What follows belongs to an exercise in optimizing a design on an open flow for a short achievable clock period and few clock cycles; a production flow would make more cautious choices. Where RTL was checked, it was by simulation tests only, not by an equivalence proof against the original. No activity file was given, so power comes from the tool's default toggle rates.

==> job 6367: inputs <==
Design cpuTop, start of the top module:
module cpuTop
(
    input  logic        clk,
    input  logic        reset,
    input  logic        stall,
    input  logic [31:0] instrData,
    output logic [31:0] instrAddr,
    output logic        wbValid,
    output logic [4:0]  wbReg,
    output logic [31:0] wbData,
    output logic        memWrite,
    output logic [31:0] memAddr,
    output logic [31:0] memWdata,
    output logic        branchTaken
);
Settings: LEC_CHECK=0, ABC_CLOCK_PERIOD_IN_PS=4000, CAP_MARGIN=20, CORE_MARGIN=2, CORE_UTILIZATION=30, SETUP_SLACK_MARGIN=5, SLEW_MARGIN=20, TNS_END_PERCENT=100; clock period 12.0 ns.
standard.sh (not shown) runs the stock make flow with config.mk's settings and CLKGATE_MAP_FILE= SYNTH_SCRIPT=/design/flow/synth_recipe.tcl, a recipe that flattens the netlist after the stock synthesis.
==> flow/flow/run.sh <==
#!/bin/bash
set -euo pipefail
MARGIN=6.8
sed "s/SETUP_SLACK_MARGIN=[^ ]*/SETUP_SLACK_MARGIN=$MARGIN/" standard.sh > standard_margin.sh
grep -q "SETUP_SLACK_MARGIN=$MARGIN" standard_margin.sh
bash standard_margin.sh finish > make.log 2>&1
==> inputs of job 4254, as changes to job 6367 <==
--- a/flow/design.v
+++ b/flow/design.v
@@ -3033,33 +3033,28 @@
     input  logic        clk,
     input  logic        reset,
     input  logic [5:0]  idx,
     input  logic        we,
     input  logic [31:0] wdata,
-    output logic [31:0] rdata,
-    output logic        rzero
+    output logic [31:0] rdata
 );
     logic [31:0] mem [64];
-    logic        zero [64];  
     always_ff @(posedge clk)
     begin
         if (reset)
         begin
             for (int i = 0; i < 64; i++)
             begin
                 mem[i] <= '0;
-                zero[i] <= 1'b1;
             end
         end
         else if (we)
         begin
             mem[idx] <= wdata;
-            zero[idx] <= (wdata == 32'd0);
         end
     end
     assign rdata = mem[idx];
-    assign rzero = zero[idx];
 endmodule
 `timescale 1ns/1ps
 module cpuTop
 (
     input  logic        clk,
@@ -3098,11 +3093,10 @@
     logic [31:0] wCarry;
     logic        wSt;
     logic [31:0] wAddr;
     logic [31:0] wWdata;
     logic        wBr;
-    logic        wZeroR;
     logic        xWb;
     logic [4:0]  xDest;
     logic [31:0] xData;
     logic [5:0]  fOp;
     logic [4:0]  fRs;
@@ -3217,11 +3211,10 @@
     logic        eRedirect;
     logic        eTaken;
     logic [31:0] eMulS;
     logic [31:0] eMulC;
     logic        eStore;
-    logic        eLoadZero;
     assign eOpB    = eUseImm ? eImm : eRt;
     assign eSum    = eSub ? (eRs - eOpB) : (eRs + eOpB);
     assign eIdxSum = eRs[7:0] + eImm[7:0];
     assign eEq     = (eRs == eRt);
     assign eTaken  = eValid && eBeq && (eTakenF || (eResolve && eEq));
@@ -3232,26 +3225,23 @@
         .clk   (clk),
         .reset (reset),
         .idx   (eIdxSum[7:2]),
         .we    (eStore),
         .wdata (eRt),
-        .rdata (eLoad),
-        .rzero (eLoadZero)
+        .rdata (eLoad)
     );
     assign eResult = eLw ? eLoad : eSum;
-    assign eZero   = eLw  ? eLoadZero :
-                     eSub ? (eRs == eOpB) :
-                            (((eRs ^ eOpB) ^ {(eRs[30:0] | eOpB[30:0]), 1'b0}) == 32'd0);
+    assign eZero   = (eResult == 32'd0);
     mulCsa mulCsa_i
     (
         .a (eRs),
         .b (eRt),
         .s (eMulS),
         .c (eMulC)
     );
     assign wValue = wMul ? (wRes + wCarry) : wRes;
-    assign wZero  = wMul ? (((wRes ^ wCarry) ^ {(wRes[30:0] | wCarry[30:0]), 1'b0}) == 32'd0) : wZeroR;
+    assign wZero  = (wValue == 32'd0);
     assign wbValid     = xWb && !stall;
     assign wbReg       = xDest;
     assign wbData      = xData;
     assign memWrite    = wSt && !stall;
     assign memAddr     = wAddr;
@@ -3307,11 +3297,10 @@
             wMul      <= eMul;
             wRes      <= eMul ? eMulS : eResult;
             wCarry    <= eMulC;
             wAddr     <= eSum;
             wWdata    <= eRt;
-            wZeroR    <= eZero;
             xDest     <= wDest;
             xData     <= wValue;
         end
     end
 endmodule
==> flow/run.sh (new file) <==
#!/bin/bash
# synth_recipe.tcl (not shown) runs the flow's synth.tcl, then flattens the netlist and writes it again
# the make line also repeats each setting of config.mk as NAME=value (left out here)
make -C /OpenROAD-flow-scripts/flow DESIGN_CONFIG=/design/flow/config.mk WORK_HOME=/design/flow/orfs CLKGATE_MAP_FILE= SYNTH_SCRIPT=/design/flow/synth_recipe.tcl finish
removed: flow/flow/run.sh
removed: flow/standard.sh
==> qor summary <==
| quantity | job 4254 | job 6367 |
|---|---|---|
| Outcome | complete, no violations | complete, no violations |
| Critical Path Fanout Max | 52 | 36 |
| Fraction of area in non-clock buffers | 3.34% | 4.84% |
| First-pass GRT wire length | 985000 µm | 1030000 µm |
| WL met1 | 258000 µm | 271000 µm |
| Width of the chip | 783 µm | 782 µm |
| Number of instances on the worst hold path | 2 | 0 |
| Share of synthesized area occupied by flip-flops and latches | 56.4% | 57.2% |
| Tightest Pin Transition | 1.24 ns | 1.30 ns |
| Cell with the biggest individual delay on the critical path | o31ai_1 | edfxtp_1 |
| Total number of cells along the worst setup path | 20 | 13 |
| Compound-cell area share of the yosys netlist | 6.77% | 9.08% |
| Sw Ratio | 38.2% | 38.0% |
| Detailed Routing Iterations Pass 1 | 6 | 9 |
| Post-detailed-placement cell area | 193000 µm² | 194000 µm² |
| Core Region | 603000 µm² | 603000 µm² |
| Seq cells post-synth | 3437 | 3502 |
| Number of vias per cell after detailed routing | 5.68 | 5.95 |
| Proportion of synthesized area in mux cells | 10.4% | 7.93% |
| Post-route minimum period | 7.14 ns | 5.42 ns |
| Area of the multi-input gates | 73800 µm² | 72900 µm² |
| Post-layout net count | 15394 | 15442 |
| Placement Setup Slack | 2.32 ns | 4.28 ns |
| Hpwl dp | 415000 µm | 442000 µm |
| Final hold slack | 0.463 ns | 0.481 ns |
No run of this note included a check of the RTL's function; only the layout flow was run.

* * *

==> 07-02: inputs <==
Another version of the RTL of cpuTop (not shown whole).
Settings: LEC_CHECK=0, ABC_CLOCK_PERIOD_IN_PS=4000, CAP_MARGIN=20, CORE_MARGIN=2, CORE_UTILIZATION=30, SETUP_SLACK_MARGIN=5, SLEW_MARGIN=20, TNS_END_PERCENT=100; clock period 12.0 ns.
==> flow/flow/run.sh <==
#!/bin/bash
# The standard layout (standard.sh: the standard synthesis and ORFS from
# floorplan to finish), with two changes to how the layout is made:
#  - timing repair aims further below the clock period: SETUP_SLACK_MARGIN,
#    which standard.sh passes to make from config.mk, is raised;
#  - flow/io.tcl (IO_CONSTRAINTS) places the stall pin beside the result
#    flag pins it gates.
# The constraints (constraint.sdc) are unchanged. make's full output goes to
# make.log here; ORFS keeps each step's own log under orfs/logs/.
set -euo pipefail
MARGIN=7.0
IO=$(pwd)/flow/io.tcl
sed "s#SETUP_SLACK_MARGIN=[^ ]*#SETUP_SLACK_MARGIN=$MARGIN IO_CONSTRAINTS=$IO#" standard.sh > standard_margin.sh
grep -q "SETUP_SLACK_MARGIN=$MARGIN" standard_margin.sh
bash standard_margin.sh finish > make.log 2>&1
==> flow/flow/io.tcl <==
# keep stall next to the three result flags it gates, so the short
# input-to-output paths through them stay short
set_io_pin_constraint -group -order -pin_names {wbValid memWrite stall branchTaken}
==> 09-07 (differences from 07-02) <==
--- a/flow/design.v
+++ b/flow/design.v
@@ -2884,31 +2884,14 @@
         else if (we)
         begin
             mem[idx] <= wdata;
             zero[idx] <= (wdata == 32'd0);
         end
     end
-    logic [31:0] rowA [16];
-    logic        zeroA [16];
-    logic [31:0] rowB [4];
-    logic        zeroB [4];
-    always_comb
-    begin
-        for (int g = 0; g < 16; g++)
-        begin
-            rowA[g]  = mem[4*g + idx[1:0]];
-            zeroA[g] = zero[4*g + idx[1:0]];
-        end
-        for (int g = 0; g < 4; g++)
-        begin
-            rowB[g]  = rowA[4*g + idx[3:2]];
-            zeroB[g] = zeroA[4*g + idx[3:2]];
-        end
-    end
-    assign rdata = rowB[idx[5:4]];
-    assign rzero = zeroB[idx[5:4]];
+    assign rdata = mem[idx];
+    assign rzero = zero[idx];
 endmodule
 `timescale 1ns/1ps
 module cpuTop
 (
     input  logic        clk,
     input  logic        reset,
@@ -2946,19 +2929,21 @@
     logic [31:0] wCarry;
     logic [31:0] wM2;
     logic [31:0] wM3;
     logic        wSt;
     logic [31:0] wAddr;
     logic [31:0] wWdata;
-    logic        wBr;
+    logic        wBr;        
+    logic        brRep;      
+    logic        wBrNext;
     logic        wZeroR;
     logic        xPend;      
     logic        repValid;   
     logic        xPendNext;
-    logic [4:0]  xDest;
-    logic [31:0] xData;
+    logic [4:0]  repReg;     
+    logic [31:0] repData;    
     logic [5:0]  fOp;
     logic [4:0]  fRs;
     logic [4:0]  fRt;
     logic [4:0]  fRd;
     logic [5:0]  fFunct;
     logic [31:0] fImm;
@@ -3064,21 +3049,19 @@
     logic [31:0] eOpB;
     logic [31:0] eSum;
     logic [7:0]  eIdxSum;
     logic [31:0] eLoad;
     logic        eEq;
     logic        eRedirect;
-    logic        eTaken;
     logic [127:0] eMulRows;
     logic        eStore;
     logic        eLoadZero;
     assign eOpB    = eUseImm ? eImm : eRt;
     assign eSum    = eSub ? (eRs - eOpB) : (eRs + eOpB);
     assign eIdxSum = eRs[7:0] + eImm[7:0];
     assign eEq     = (eRs == eRt);
-    assign eTaken  = eValid && eBeq && (eTakenF || (eResolve && eEq));
     assign eRedirect = eValid && eBeq && eResolve && eEq;
     assign eStore  = eValid && eSw && !stall;
     dataMem dataMem_i
     (
         .clk   (clk),
         .reset (reset),
@@ -3106,28 +3089,30 @@
     assign wC1 = {((wRes[30:0] & wCarry[30:0]) | (wRes[30:0] & wM2[30:0]) | (wCarry[30:0] & wM2[30:0])), 1'b0};
     assign wS2 = wS1 ^ wC1 ^ wM3;
     assign wC2 = {((wS1[30:0] & wC1[30:0]) | (wS1[30:0] & wM3[30:0]) | (wC1[30:0] & wM3[30:0])), 1'b0};
     assign wValue = wMul ? (wS2 + wC2) : wRes;
     assign wZero  = wMul ? (((wS2 ^ wC2) ^ {(wS2[30:0] | wC2[30:0]), 1'b0}) == 32'd0) : wZeroR;
     assign wbValid     = repValid && !stall;
-    assign wbReg       = xPend ? xDest : wDest;
-    assign wbData      = xPend ? xData : wRes;
+    assign wbReg       = repReg;
+    assign wbData      = repData;
     assign memWrite    = wSt && !stall;
     assign memAddr     = wAddr;
     assign memWdata    = wWdata;
-    assign branchTaken = wBr && !stall;
+    assign branchTaken = brRep && !stall;
     assign xPendNext = xPend ? wWb : (wWb && wMul);
+    assign wBrNext   = eValid && eBeq && ((eResolve && eEq) || (eTakenF && wBr));
     always_ff @(posedge clk)
     begin
         if (reset)
         begin
             pc     <= 32'h0000_0000;
             eValid <= 1'b0;
             wWb    <= 1'b0;
             wSt    <= 1'b0;
             wBr    <= 1'b0;
+            brRep  <= 1'b0;
             xPend    <= 1'b0;
             repValid <= 1'b0;
         end
         else if (!stall)
         begin
             if (eRedirect)
@@ -3138,13 +3123,14 @@
                 pc <= fTarget;
             else
                 pc <= fPc4;
             eValid <= fKnown && !eRedirect && !hazard;
             wWb    <= eValid && eRegWrite;
             wSt    <= eValid && eSw;
-            wBr    <= eTaken;
+            wBr    <= wBrNext;
+            brRep  <= wBrNext || (fKnown && fTakenF && !eRedirect && !hazard);
             xPend    <= xPendNext;
             repValid <= xPendNext || (eValid && eRegWrite && !eMul);
         end
     end
     always_ff @(posedge clk)
     begin
@@ -3170,11 +3156,11 @@
             wCarry    <= eMulRows[63:32];
             wM2       <= eMulRows[95:64];
             wM3       <= eMulRows[127:96];
             wAddr     <= eSum;
             wWdata    <= eRt;
             wZeroR    <= eZero;
-            xDest     <= wDest;
-            xData     <= wValue;
+            repReg    <= xPendNext ? wDest : eDest;
+            repData   <= xPendNext ? wValue : eResult;
         end
     end
 endmodule
==> 07-06 (differences from 07-02) <==
--- a/flow/design.v
+++ b/flow/design.v
@@ -2946,19 +2946,21 @@
     logic [31:0] wCarry;
     logic [31:0] wM2;
     logic [31:0] wM3;
     logic        wSt;
     logic [31:0] wAddr;
     logic [31:0] wWdata;
-    logic        wBr;
+    logic        wBr;        
+    logic        brRep;      
+    logic        wBrNext;
     logic        wZeroR;
     logic        xPend;      
     logic        repValid;   
     logic        xPendNext;
-    logic [4:0]  xDest;
-    logic [31:0] xData;
+    logic [4:0]  repReg;     
+    logic [31:0] repData;    
     logic [5:0]  fOp;
     logic [4:0]  fRs;
     logic [4:0]  fRt;
     logic [4:0]  fRd;
     logic [5:0]  fFunct;
     logic [31:0] fImm;
@@ -3064,21 +3066,19 @@
     logic [31:0] eOpB;
     logic [31:0] eSum;
     logic [7:0]  eIdxSum;
     logic [31:0] eLoad;
     logic        eEq;
     logic        eRedirect;
-    logic        eTaken;
     logic [127:0] eMulRows;
     logic        eStore;
     logic        eLoadZero;
     assign eOpB    = eUseImm ? eImm : eRt;
     assign eSum    = eSub ? (eRs - eOpB) : (eRs + eOpB);
     assign eIdxSum = eRs[7:0] + eImm[7:0];
     assign eEq     = (eRs == eRt);
-    assign eTaken  = eValid && eBeq && (eTakenF || (eResolve && eEq));
     assign eRedirect = eValid && eBeq && eResolve && eEq;
     assign eStore  = eValid && eSw && !stall;
     dataMem dataMem_i
     (
         .clk   (clk),
         .reset (reset),
@@ -3106,28 +3106,30 @@
     assign wC1 = {((wRes[30:0] & wCarry[30:0]) | (wRes[30:0] & wM2[30:0]) | (wCarry[30:0] & wM2[30:0])), 1'b0};
     assign wS2 = wS1 ^ wC1 ^ wM3;
     assign wC2 = {((wS1[30:0] & wC1[30:0]) | (wS1[30:0] & wM3[30:0]) | (wC1[30:0] & wM3[30:0])), 1'b0};
     assign wValue = wMul ? (wS2 + wC2) : wRes;
     assign wZero  = wMul ? (((wS2 ^ wC2) ^ {(wS2[30:0] | wC2[30:0]), 1'b0}) == 32'd0) : wZeroR;
     assign wbValid     = repValid && !stall;
-    assign wbReg       = xPend ? xDest : wDest;
-    assign wbData      = xPend ? xData : wRes;
+    assign wbReg       = repReg;
+    assign wbData      = repData;
     assign memWrite    = wSt && !stall;
     assign memAddr     = wAddr;
     assign memWdata    = wWdata;
-    assign branchTaken = wBr && !stall;
+    assign branchTaken = brRep && !stall;
     assign xPendNext = xPend ? wWb : (wWb && wMul);
+    assign wBrNext   = eValid && eBeq && ((eResolve && eEq) || (eTakenF && wBr));
     always_ff @(posedge clk)
     begin
         if (reset)
         begin
             pc     <= 32'h0000_0000;
             eValid <= 1'b0;
             wWb    <= 1'b0;
             wSt    <= 1'b0;
             wBr    <= 1'b0;
+            brRep  <= 1'b0;
             xPend    <= 1'b0;
             repValid <= 1'b0;
         end
         else if (!stall)
         begin
             if (eRedirect)
@@ -3138,13 +3140,14 @@
                 pc <= fTarget;
             else
                 pc <= fPc4;
             eValid <= fKnown && !eRedirect && !hazard;
             wWb    <= eValid && eRegWrite;
             wSt    <= eValid && eSw;
-            wBr    <= eTaken;
+            wBr    <= wBrNext;
+            brRep  <= wBrNext || (fKnown && fTakenF && !eRedirect && !hazard);
             xPend    <= xPendNext;
             repValid <= xPendNext || (eValid && eRegWrite && !eMul);
         end
     end
     always_ff @(posedge clk)
     begin
@@ -3170,11 +3173,11 @@
             wCarry    <= eMulRows[63:32];
             wM2       <= eMulRows[95:64];
             wM3       <= eMulRows[127:96];
             wAddr     <= eSum;
             wWdata    <= eRt;
             wZeroR    <= eZero;
-            xDest     <= wDest;
-            xData     <= wValue;
+            repReg    <= xPendNext ? wDest : eDest;
+            repData   <= xPendNext ? wValue : eResult;
         end
     end
 endmodule
==> run summary <==
hold-critical path depth 2; worst hold start repValid; delay of the slowest cell on the worst path ~0.13 ns; wire length of the first global-routing pass roughly 1000000 um; area occupied by multi-input gates just under 0.08 mm2; total length of routed met2 wires 316000 um; final core utilization about a third; result of the run finished clean; cell count after placement approximately 22000; initial core utilization between 30% and 40%; Final clock-cell share 5.55%; CLK BUF roughly 500; Internal Power 27900 uW; post-route met1 wirelength 264000 um; fin area 0.218 mm2; post-layout worst setup margin 6.73 ns; cells taking the most area after synthesis edfxtp_1, mux4_2, fa_1; tap cell count about 8300; worst-case reg-to-reg path depth 13
The numbers above come from 07-02.

==> run summary <==
post-layout worst setup margin ~6.8 ns; CLK BUF between 400 and 500; worst-case reg-to-reg path depth 19; initial core utilization between 30% and 40%; wire length of the first global-routing pass 1040000 um; fin area 0.214 mm2; delay of the slowest cell on the worst path ~0.15 ns; total length of routed met2 wires ~320000 um; area occupied by multi-input gates ~0.074 mm2; cells taking the most area after synthesis edfxtp_1, mux4_2, fa_1; result of the run finished clean; hold-critical path depth 2; Internal Power between 20000 and 30000 uW; worst hold start repValid
The numbers above come from 09-07.

==> run summary <==
result of the run finished clean; final core utilization 34.7%; Final clock-cell share 5.44%; post-layout worst setup margin about 6.7 ns; cells taking the most area after synthesis edfxtp_1, mux4_2, fa_1; post-route met1 wirelength 260000 um; tap cell count roughly 8300; fin area 0.216 mm2; hold-critical path depth 0; worst hold start pc[1]
The numbers above come from 07-06.

Testbench counts of 07-02, summed over its fixed seeds: cycles 33,346.
Testbench counts of 09-07, summed over its fixed seeds: cycles 33,296.
Testbench counts of 07-06, summed over its fixed seeds: cycles 33,296.

[what the ideal ports hide]
No port has a modelled driver above. Below, the same layouts with a new extraction and two added sets of constraints. Step 1 sets driving cells, clkbuf_16 on the clock port and buf_2 on the other inputs (assumed; they add their load-dependent delay and slew). Step 2 moves the port delays by t, midway between the first and last clock arrival at a register: inputs arrive t later, outputs are due t later. That takes back most of the time a late clock gives input paths. Three values: no drivers, after step 1, after step 2; two values: the first two.
run	t, ns	setup slack, ns	slew at the worst register clock pin (ns)
job 6367	1.093	6.577 / 6.577 / 5.612	0.07 / 0.07
job 4254	1.129	4.863 / 4.863 / 3.863	0.08 / 0.08
07-02	1.151	6.731 / 6.689 / 5.823	0.07 / 0.07
09-07	1.086	6.799 / 6.735 / 5.750	0.07 / 0.07
07-06	1.127	6.688 / 6.643 / 5.864	0.07 / 0.07
After both steps setup and hold are still met in every run listed. The setup slack of 09-07, which loses most, moves by -0.064 ns with the drivers and by -1.049 ns with both steps.
